Context: an optimization exercise on an open-source flow, tuned for small area, a short achievable clock period and few clock cycles. The choices shown serve that exercise and are no tape-out recipe. Function was checked by simulation only, so behaviour that the tests miss may differ from the original. Power figures rest on the tool's default switching activity, not on a simulated workload.

===== flow/run.sh =====
#!/bin/bash
# synth_recipe.tcl (not shown) runs the flow's synth.tcl, then flattens the netlist and writes it again
# the make line also repeats each setting of config.mk as NAME=value (left out here)
make -C /OpenROAD-flow-scripts/flow DESIGN_CONFIG=/design/flow/config.mk WORK_HOME=/design/flow/orfs CLKGATE_MAP_FILE= SYNTH_SCRIPT=/design/flow/synth_recipe.tcl finish

===== flow/config.mk =====
export PLATFORM = sky130hd
export DESIGN_NAME = ex_stage
export DESIGN_NICKNAME = ex_stage
export VERILOG_FILES = /design/flow/design.v
export SDC_FILE = /design/flow/constraint.sdc
export NUM_CORES = 4
export LEC_CHECK = 0
export CAP_MARGIN = 20
export CORE_MARGIN = 2
export CORE_UTILIZATION = 40
export SLEW_MARGIN = 20

===== flow/constraint.sdc =====
create_clock -name core_clock -period 7.0 [get_ports {clock}]
set_input_delay 1.4000 -clock core_clock [delete_from_list [all_inputs] [get_ports {clock}]]
set_output_delay 1.4000 -clock core_clock [all_outputs]
set_load 0.01 [all_outputs]

===== flow/design.v =====
package ex_pkg;
    localparam int unsigned XLEN = 32;
    localparam int unsigned CTRL_ALU_OP_LSB   = 0;
    localparam int unsigned CTRL_FUNCT3_LSB   = 4;
    localparam int unsigned CTRL_USE_IMM_BIT  = 7;
    localparam int unsigned CTRL_BR_BIT       = 8;
    localparam int unsigned CTRL_JAL_BIT      = 9;
    localparam int unsigned CTRL_JALR_BIT     = 10;
    localparam int unsigned CTRL_LUI_BIT      = 11;
    localparam int unsigned CTRL_AUIPC_BIT    = 12;
    localparam int unsigned CTRL_MEM_READ_BIT = 13;
    localparam int unsigned CTRL_MEM_WRITE_BIT= 14;
    localparam int unsigned CTRL_REG_WRITE_BIT= 15;
    localparam int unsigned CTRL_MULDIV_BIT   = 16;
    localparam int unsigned CTRL_VALID_BIT    = 31;
    typedef enum logic [3:0] {
        ALU_ADD  = 4'd0,
        ALU_SUB  = 4'd1,
        ALU_SLL  = 4'd2,
        ALU_SLT  = 4'd3,
        ALU_SLTU = 4'd4,
        ALU_XOR  = 4'd5,
        ALU_SRL  = 4'd6,
        ALU_SRA  = 4'd7,
        ALU_OR   = 4'd8,
        ALU_AND  = 4'd9
    } alu_op_e;
    typedef struct packed {
        logic        valid;
        logic [13:0] rsvd;
        logic        muldiv;
        logic        reg_write;
        logic        mem_write;
        logic        mem_read;
        logic        auipc;
        logic        lui;
        logic        jalr;
        logic        jal;
        logic        br;
        logic        use_imm;
        logic [2:0]  funct3;
        alu_op_e     alu_op;
    } ctrl_t;
    localparam logic [2:0] F3_BEQ  = 3'd0;
    localparam logic [2:0] F3_BNE  = 3'd1;
    localparam logic [2:0] F3_BLT  = 3'd4;
    localparam logic [2:0] F3_BGE  = 3'd5;
    localparam logic [2:0] F3_BLTU = 3'd6;
    localparam logic [2:0] F3_BGEU = 3'd7;
    localparam logic [2:0] MD_MUL    = 3'd0;
    localparam logic [2:0] MD_MULH   = 3'd1;
    localparam logic [2:0] MD_MULHSU = 3'd2;
    localparam logic [2:0] MD_MULHU  = 3'd3;
    localparam logic [2:0] MD_DIV    = 3'd4;
    localparam logic [2:0] MD_DIVU   = 3'd5;
    localparam logic [2:0] MD_REM    = 3'd6;
    localparam logic [2:0] MD_REMU   = 3'd7;
    typedef enum logic [1:0] {
        MD_IDLE = 2'd0,
        MD_BUSY = 2'd1,
        MD_DONE = 2'd2
    } md_state_e;
    localparam logic [5:0]  MD_ITERS         = 6'd32;
    localparam logic [31:0] DIV_ZERO_QUO     = 32'hFFFF_FFFF;
    localparam logic [31:0] DIV_OVF_DIVIDEND = 32'h8000_0000;
    localparam logic [31:0] DIV_OVF_DIVISOR  = 32'hFFFF_FFFF;
    localparam logic [31:0] DIV_OVF_QUO      = 32'h8000_0000;
    localparam logic [31:0] DIV_OVF_REM      = 32'h0000_0000;
endpackage
module muldiv_iter
(
    input  logic        clock,
    input  logic        reset,
    input  logic        start,
    input  logic [2:0]  op,
    input  logic [31:0] a,
    input  logic [31:0] b,
    output logic        busy_c,
    output logic        done_c,
    output logic [31:0] result_c
);
    ex_pkg::md_state_e   state_q, state_d;
    logic [5:0]  count_q, count_d;
    logic [63:0] acc_q, acc_d;           
    logic [31:0] opnd_q, opnd_d;         
    logic [2:0]  op_q, op_d;
    logic        neg_q, neg_d;           
    logic        rneg_q, rneg_d;         
    logic [31:0] dividend_q, dividend_d;
    logic        div_zero_q, div_zero_d;
    logic        ovf_q, ovf_d;
    logic        ld_is_div, ld_a_signed, ld_b_signed, ld_a_neg, ld_b_neg;
    logic [31:0] ld_mag_a, ld_mag_b;
    always_comb begin
        ld_is_div   = op[2];
        ld_a_signed = ld_is_div ? ~op[0] : (op != ex_pkg::MD_MULHU);
        ld_b_signed = ld_is_div ? ~op[0] : ((op == ex_pkg::MD_MUL) || (op == ex_pkg::MD_MULH));
        ld_a_neg    = ld_a_signed & a[31];
        ld_b_neg    = ld_b_signed & b[31];
        ld_mag_a    = ld_a_neg ? (32'd0 - a) : a;
        ld_mag_b    = ld_b_neg ? (32'd0 - b) : b;
    end
    logic [32:0] mul_sum;
    logic [63:0] mul_step;
    logic [32:0] div_shift;
    logic        div_ge;
    logic [31:0] div_sub;
    logic [63:0] div_step;
    always_comb begin
        mul_sum   = {1'b0, acc_q[63:32]} + (acc_q[0] ? {1'b0, opnd_q} : 33'd0);
        mul_step  = {mul_sum, acc_q[31:1]};
        div_shift = {acc_q[63:32], acc_q[31]};
        div_ge    = (div_shift >= {1'b0, opnd_q});
        div_sub   = div_shift[31:0] - opnd_q;
        div_step  = {(div_ge ? div_sub : div_shift[31:0]), acc_q[30:0], div_ge};
    end
    always_comb begin
        state_d    = state_q;
        count_d    = count_q;
        acc_d      = acc_q;
        opnd_d     = opnd_q;
        op_d       = op_q;
        neg_d      = neg_q;
        rneg_d     = rneg_q;
        dividend_d = dividend_q;
        div_zero_d = div_zero_q;
        ovf_d      = ovf_q;
        case (state_q)
            ex_pkg::MD_IDLE: begin
                if (start) begin
                    state_d    = ex_pkg::MD_BUSY;
                    count_d    = ex_pkg::MD_ITERS;
                    acc_d      = {32'd0, (ld_is_div ? ld_mag_a : ld_mag_b)};
                    opnd_d     = ld_is_div ? ld_mag_b : ld_mag_a;
                    op_d       = op;
                    neg_d      = ld_a_neg ^ ld_b_neg;
                    rneg_d     = ld_a_neg;
                    dividend_d = a;
                    div_zero_d = (b == 32'd0);
                    ovf_d      = ld_is_div & ld_a_signed & (a == ex_pkg::DIV_OVF_DIVIDEND)
                                 & (b == ex_pkg::DIV_OVF_DIVISOR);
                end
            end
            ex_pkg::MD_BUSY: begin
                count_d = count_q - 6'd1;
                acc_d   = op_q[2] ? div_step : mul_step;
                if (count_q == 6'd1) begin
                    state_d = ex_pkg::MD_DONE;
                end
            end
            ex_pkg::MD_DONE: begin
                state_d = ex_pkg::MD_IDLE;
            end
            default: begin
                state_d = ex_pkg::MD_IDLE;
            end
        endcase
    end
    always_ff @(posedge clock) begin
        if (reset) begin
            state_q    <= ex_pkg::MD_IDLE;
            count_q    <= 6'd0;
            acc_q      <= 64'd0;
            opnd_q     <= 32'd0;
            op_q       <= 3'd0;
            neg_q      <= 1'b0;
            rneg_q     <= 1'b0;
            dividend_q <= 32'd0;
            div_zero_q <= 1'b0;
            ovf_q      <= 1'b0;
        end else begin
            state_q    <= state_d;
            count_q    <= count_d;
            acc_q      <= acc_d;
            opnd_q     <= opnd_d;
            op_q       <= op_d;
            neg_q      <= neg_d;
            rneg_q     <= rneg_d;
            dividend_q <= dividend_d;
            div_zero_q <= div_zero_d;
            ovf_q      <= ovf_d;
        end
    end
    logic [63:0] prod_c;
    logic [31:0] quo_c, rem_c;
    always_comb begin
        prod_c = neg_q ? (64'd0 - acc_q) : acc_q;
        quo_c  = neg_q ? (32'd0 - acc_q[31:0]) : acc_q[31:0];
        rem_c  = rneg_q ? (32'd0 - acc_q[63:32]) : acc_q[63:32];
        if (div_zero_q) begin
            quo_c = ex_pkg::DIV_ZERO_QUO;
            rem_c = dividend_q;
        end else if (ovf_q) begin
            quo_c = ex_pkg::DIV_OVF_QUO;
            rem_c = ex_pkg::DIV_OVF_REM;
        end
        result_c = 32'd0;
        if (state_q == ex_pkg::MD_DONE) begin
            if (!op_q[2]) begin
                result_c = (op_q == ex_pkg::MD_MUL) ? prod_c[31:0] : prod_c[63:32];
            end else begin
                result_c = op_q[1] ? rem_c : quo_c;
            end
        end
    end
    assign busy_c = (state_q == ex_pkg::MD_BUSY);
    assign done_c = (state_q == ex_pkg::MD_DONE);
endmodule
module ex_stage
#(
    parameter bit ENABLE_MULDIV = 1'b1
) (
    input  logic        clock,
    input  logic        reset,
    input  logic [31:0] d1_in,
    input  logic [31:0] d2_in,
    input  logic [4:0]  rd_in,
    input  logic [31:0] imm_in,
    input  logic [31:0] ctrl_in,
    input  logic [31:0] pc_in,
    output logic        branch,
    output logic [31:0] branch_target,
    output logic        stall,
    output logic [31:0] result_out,
    output logic [31:0] store_data_out,
    output logic [4:0]  rd_out,
    output logic        mem_read_out,
    output logic        mem_write_out,
    output logic        reg_write_out,
    output logic [2:0]  mem_size_out
);
    ex_pkg::ctrl_t       ctrl;
    logic        unused_rsvd;
    logic [31:0] op_b_c;
    logic [4:0]  shamt_c;
    logic [31:0] alu_c;
    logic        cond_c;
    logic        stall_c;
    logic        branch_c;
    logic [31:0] target_c;
    logic [31:0] result_c;
    logic        md_done_c;
    logic [31:0] md_result_c;
    assign ctrl        = ex_pkg::ctrl_t'(ctrl_in);
    assign unused_rsvd = ^ctrl.rsvd;
    assign op_b_c      = ctrl.use_imm ? imm_in : d2_in;
    assign shamt_c     = op_b_c[4:0];
    always_comb begin
        alu_c = 32'd0;
        case (ctrl.alu_op)
            ex_pkg::ALU_ADD:  alu_c = d1_in + op_b_c;
            ex_pkg::ALU_SUB:  alu_c = d1_in - op_b_c;
            ex_pkg::ALU_SLL:  alu_c = d1_in << shamt_c;
            ex_pkg::ALU_SLT:  alu_c = {31'd0, ($signed(d1_in) < $signed(op_b_c))};
            ex_pkg::ALU_SLTU: alu_c = {31'd0, (d1_in < op_b_c)};
            ex_pkg::ALU_XOR:  alu_c = d1_in ^ op_b_c;
            ex_pkg::ALU_SRL:  alu_c = d1_in >> shamt_c;
            ex_pkg::ALU_SRA:  alu_c = 32'($signed(d1_in) >>> shamt_c);
            ex_pkg::ALU_OR:   alu_c = d1_in | op_b_c;
            ex_pkg::ALU_AND:  alu_c = d1_in & op_b_c;
            default:  alu_c = 32'd0;
        endcase
    end
    always_comb begin
        cond_c = 1'b0;
        case (ctrl.funct3)
            ex_pkg::F3_BEQ:  cond_c = (d1_in == d2_in);
            ex_pkg::F3_BNE:  cond_c = (d1_in != d2_in);
            ex_pkg::F3_BLT:  cond_c = ($signed(d1_in) < $signed(d2_in));
            ex_pkg::F3_BGE:  cond_c = ($signed(d1_in) >= $signed(d2_in));
            ex_pkg::F3_BLTU: cond_c = (d1_in < d2_in);
            ex_pkg::F3_BGEU: cond_c = (d1_in >= d2_in);
            default: cond_c = 1'b0;
        endcase
    end
    assign branch_c = ctrl.valid & ~ctrl.muldiv
                      & (ctrl.jal | ctrl.jalr | (ctrl.br & cond_c));
    assign target_c = ctrl.jalr ? ((d1_in + imm_in) & ~32'd1)
                                : (pc_in + imm_in);
    assign stall_c  = ctrl.valid & ctrl.muldiv & ~md_done_c;
    if (ENABLE_MULDIV) begin : g_md
        logic md_start_c;
        logic md_busy_unused;
        assign md_start_c = ctrl.valid & ctrl.muldiv;
        muldiv_iter u_muldiv (
            .clock    (clock),
            .reset    (reset),
            .start    (md_start_c),
            .op       (ctrl.funct3),
            .a        (d1_in),
            .b        (d2_in),
            .busy_c   (md_busy_unused),
            .done_c   (md_done_c),
            .result_c (md_result_c)
        );
    end else begin : g_no_md
        assign md_done_c   = 1'b1;
        assign md_result_c = 32'd0;
    end
    always_comb begin
        if (ctrl.jal || ctrl.jalr) begin
            result_c = pc_in + 32'd4;
        end else if (ctrl.lui) begin
            result_c = imm_in;
        end else if (ctrl.auipc) begin
            result_c = pc_in + imm_in;
        end else if (ctrl.muldiv) begin
            result_c = md_result_c;
        end else begin
            result_c = alu_c;
        end
    end
    logic [31:0] result_q, result_d;
    logic [31:0] store_data_q, store_data_d;
    logic [4:0]  rd_q, rd_d;
    logic        mem_read_q, mem_read_d;
    logic        mem_write_q, mem_write_d;
    logic        reg_write_q, reg_write_d;
    logic [2:0]  mem_size_q, mem_size_d;
    always_comb begin
        result_d     = 32'd0;
        store_data_d = 32'd0;
        rd_d         = 5'd0;
        mem_read_d   = 1'b0;
        mem_write_d  = 1'b0;
        reg_write_d  = 1'b0;
        mem_size_d   = 3'd0;
        if (!stall_c) begin
            result_d     = result_c;
            store_data_d = d2_in;
            rd_d         = rd_in;
            mem_read_d   = ctrl.valid & ctrl.mem_read;
            mem_write_d  = ctrl.valid & ctrl.mem_write;
            reg_write_d  = ctrl.valid & ctrl.reg_write;
            mem_size_d   = ctrl.funct3;
        end
    end
    always_ff @(posedge clock) begin
        if (reset) begin
            result_q     <= 32'd0;
            store_data_q <= 32'd0;
            rd_q         <= 5'd0;
            mem_read_q   <= 1'b0;
            mem_write_q  <= 1'b0;
            reg_write_q  <= 1'b0;
            mem_size_q   <= 3'd0;
        end else begin
            result_q     <= result_d;
            store_data_q <= store_data_d;
            rd_q         <= rd_d;
            mem_read_q   <= mem_read_d;
            mem_write_q  <= mem_write_d;
            reg_write_q  <= reg_write_d;
            mem_size_q   <= mem_size_d;
        end
    end
    assign branch         = branch_c;
    assign branch_target  = target_c;
    assign stall          = stall_c;
    assign result_out     = result_q;
    assign store_data_out = store_data_q;
    assign rd_out         = rd_q;
    assign mem_read_out   = mem_read_q;
    assign mem_write_out  = mem_write_q;
    assign reg_write_out  = reg_write_q;
    assign mem_size_out   = mem_size_q;
endmodule

==> results_dict.tcl <==
set metrics [dict create \
    hold_violations 0 \
    fillers 8154 \
    rows 102 \
    synth_top_area_share_pct 13.9 \
    gp_congestion 1.05 \
    p_int_mw 3.46 \
    area_delta_synth_final_pct 18.7 \
    overflow 0 \
    critPathRequiredTime_ns 5.60 \
    synth_top_cells_by_count "482 x nand2_1, 436 x nor2_1, 429 x a21oi_1" \
    wirelength_um 184000 \
    final_net_count 5170 \
    total_power_mw 6.19 \
    start_kind "input port" \
    synth-seq-cells 218 \
    netlist_instances 4503 \
    synth_edf_count 0 \
    track_usage_pct 43.5 \
    path_cells "clkdlybuf4s50_1, inv_1, ha_1, o21ai_0, a21o_1, a21oi_1, o21ai_0, a21oi_1, buf_4, a211oi_1, xnor2_1, or4_1, a32o_1, clkdlybuf4s50_1" \
    drv_slew 0 \
    p_seq_share_pct 22.7 \
    die_w_um 284 \
    ys.warnings.count 2 \
    slew_headroom_pct 9.25 \
    post_route_cells_drive_above_1_share_pct 9.15 \
    power_density_nw_per_um2 166 \
    end_kind "output pin" \
    synth_cell_type_count 90 \
    wl_per_cell_um 31.7 \
    ant_nets 0 \
    synth_most_common_cell "nand2_1" \
    status "finished clean" \
    die_area_um2 80800 \
    p_sw_share_pct 44.1 \
    dp_hpwl_um 148000 \
    cts-htree-levels 1 \
    fmax_mhz 146 \
    clock_skew_ns 0.0278 \
    async_reset_ff_share_pct 0 \
    grt_max_degree 74 \
    final_util_pct 48.1 \
    crit_arrival_ns 5.47 \
    clkPwrFrac_pct 28.0 \
    grt_pass1_vias 35442 \
    multi_input_area_um2 25100 \
    hold_class "register to register" \
    fin_crit_ns 6.87 \
    cts_tree "yes" \
    synthesis.nets 4941 \
    postCtsHoldBufs 0 \
    clockBufferDepth 3 \
    dr.pass1.iters 7 \
    setup_viol 0 \
    drc 0 \
    clk_pin_slew_ns 0.05 \
    cts-root-buf "clkbuf_16" \
    avgSynthCellArea_um2 6.98 \
    coreArea_um2 77600 \
    tns_ns 0 \
    clock_sinks 218 \
    slowest_stage "clkdlybuf4s50_1" \
    synth-main-ff-cell "dfxtp_1" \
    power.switching_mw 2.73 \
    insertion_delay_ns 0.64 \
    yosys.area.top_type "dfxtp_1" \
    die_h_um 284 \
    cts_made_buffers 30 \
    pwr-share-comb_pct 49.3 \
    cellLeakagePower_nw 15.1 \
    worstMarginPinSlew_ns 1.36 \
    yosysSeqAreaShare_pct 13.9 \
    boundaryPins 276 \
    criticalPathCategory "input port to output pin" \
    port_buffers 261 \
    register_area_um2 4370 \
    period_share_pct 98.1 \
    path_max_fanout 5 \
    antenna_found_initial 14 \
    viasPerCell 6.52 \
    synthTopCellsByArea "dfxtp_1 14%, ha_1 11%, a21oi_1 6.8%" \
    drt_iter0_markers 4152 \
    start_util_pct 40.5 \
    slowest_delay_ns 0.81 \
    synth.cell_area_um2 31400 \
    ir_drop_mv 0.211 \
    grt_pass1_wl_um 259000 \
    vias 37801 \
    drv_cap 0 \
]
[path summary, 6_finish.rpt]
path / end / slack, ns / start / cells after the start
setup / recovery: branch / 0.13 / d2_in[2] / 14
setup reg to reg: result_q[26] / 1.77 / g_md.u_muldiv.acc_q[21] / 12
hold / removal: g_md.u_muldiv.opnd_q[14] / 0.45 / g_md.u_muldiv.opnd_q[14] / 2
hold reg to reg: g_md.u_muldiv.opnd_q[14] / 0.45 / g_md.u_muldiv.opnd_q[14] / 2
[metal layers]
layer  up-vias  share of wire (%)  GRT usage [%]
met2      2099                 44           68.9
met5         -              0.057              0
met4        16                7.7           27.2
met3       503                9.7           9.66
met1     18232                 39           53.3
li1      16951                  -              -
[final cells by class]
| class | count | area share [%] |
|---|---|---|
| Antenna cell | 2 | 0.0134 |
| Multi-Input combinational cell | 3744 | 67.4 |
| Clock inverter | 17 | 0.648 |
| Sequential cell | 218 | 11.7 |
| Inverter | 215 | 2.16 |
| Clock buffer | 37 | 2.25 |
| Tap cell | 1040 | 3.49 |
| Timing Repair Buffer | 523 | 12.3 |
[metrics by stage]
stage	hold WS (ns)	setup WS (ns)	std cells	area, µm²
after CTS	0.452	0.0588	5793	37200
after detailed placement	0.445	-0.0215	5738	36100
after floorplan	0.432	1.08	4503	31400
after global placement	0.439	-0.0767	5738	36100
after global routing	0.466	-0.0476	5794	37300
final	0.451	0.131	5796	37300
[cells in the final DEF, fill, tap and decap left out, types with 43 or more instances in the layout]
master,instances
a211oi_1,80
a21o_1,67
a21oi_1,427
a22oi_1,43
a31oi_1,59
buf_4,260
clkdlybuf4s50_1,256
dfxtp_1,216
ha_1,264
inv_1,209
mux2i_1,158
nand2_1,482
nand3_1,89
nand4_1,51
nor2_1,430
nor3_1,102
o211ai_1,61
o21a_1,50
o21ai_0,333
o31ai_1,52
xnor2_1,171
xor2_1,120
[kinds of logic (layout without fill, tap and decap cells)]
kind of cell | after synthesis | after routing | share of synthesized area (%)
DFF | 218 | 218 | 13.9
other | 0 | 2 | 0
AOI/OAI and AO/OA | 1544 | 1544 | 31.7
buffers and inverters | 541 | 792 | 6.60
and+or+nand+nor | 1429 | 1429 | 20.7
adders and majority gates | 271 | 271 | 10.9
muxes | 209 | 209 | 8.06
xor gates and xnor gates | 291 | 291 | 8.11
[worst max-delay path: cells and delay by family]
| kind | cells | cell delay (ns) |
|---|---|---|
| buffers and inverters | 4 | 1.71 |
| AO/OA/AOI/OAI | 7 | 1.47 |
| AND/OR/NAND/NOR | 1 | 0.44 |
| adder cells (fa/ha/maj) | 1 | 0.34 |
| XOR/XNOR | 1 | 0.10 |
[repair_timing]
| action | in CTS | in global routing |
|---|---|---|
| endpoints found under the hold margin | 0 | 0 |
| gates resized for setup | 1 | 7 |
| pin swaps | 1 | 5 |
| setup buffers | 1 | 0 |
| setup endpoints to repair | 1 | 4 |
[state kept, by name, indices dropped and copies added (netlist names), 5 cells and up]
| signal | flops |
|---|---|
| g_md.u_muldiv.acc_q | 64 |
| g_md.u_muldiv.dividend_q | 32 |
| g_md.u_muldiv.opnd_q | 32 |
| result_q | 32 |
| store_data_q | 32 |
| g_md.u_muldiv.count_q | 6 |
| rd_q | 5 |
[power by group through the flow]
stage | combinational [mW] | clock [mW] | sequential [mW]
after detailed placement | 2.94 | 0 | 1.43
after global placement | 2.95 | 0 | 1.43
after CTS | 2.95 | 1.74 | 1.40
final | 3.05 | 1.73 | 1.40
after global routing | 3.21 | 1.79 | 1.41
after floorplan | 1.74 | 0 | 1.39
Testbench counts, summed over its fixed seeds: cycles 91,009.

[re-timing with driven ports]
Ports are ideal in the flow. The routed layout listed here was re-timed in OpenROAD. Step 1: set_driving_cell puts a clkbuf_16 on clock and a buf_2 on each other input, an assumption about the parent block. Step 2 adds t to the input delays and takes it off the output delays; t is the mean of the earliest and latest rising clock arrival at the registers after step 1. Input paths then give back, and output paths get back, about the clock's delay inside the block. Slacks: no drivers / after step 1 / after step 2; pairs: no drivers / after step 1.
t, ns: 0.703
setup slack, ns: 0.131 / 0.044 / 0.044
worst setup path after step 2: input to output
slew at the worst register clock pin (ns): 0.07 / 0.07
After both steps setup and hold are still met in this run. The setup slack of this run moves by -0.087 ns with the drivers and by -0.087 ns with both steps.
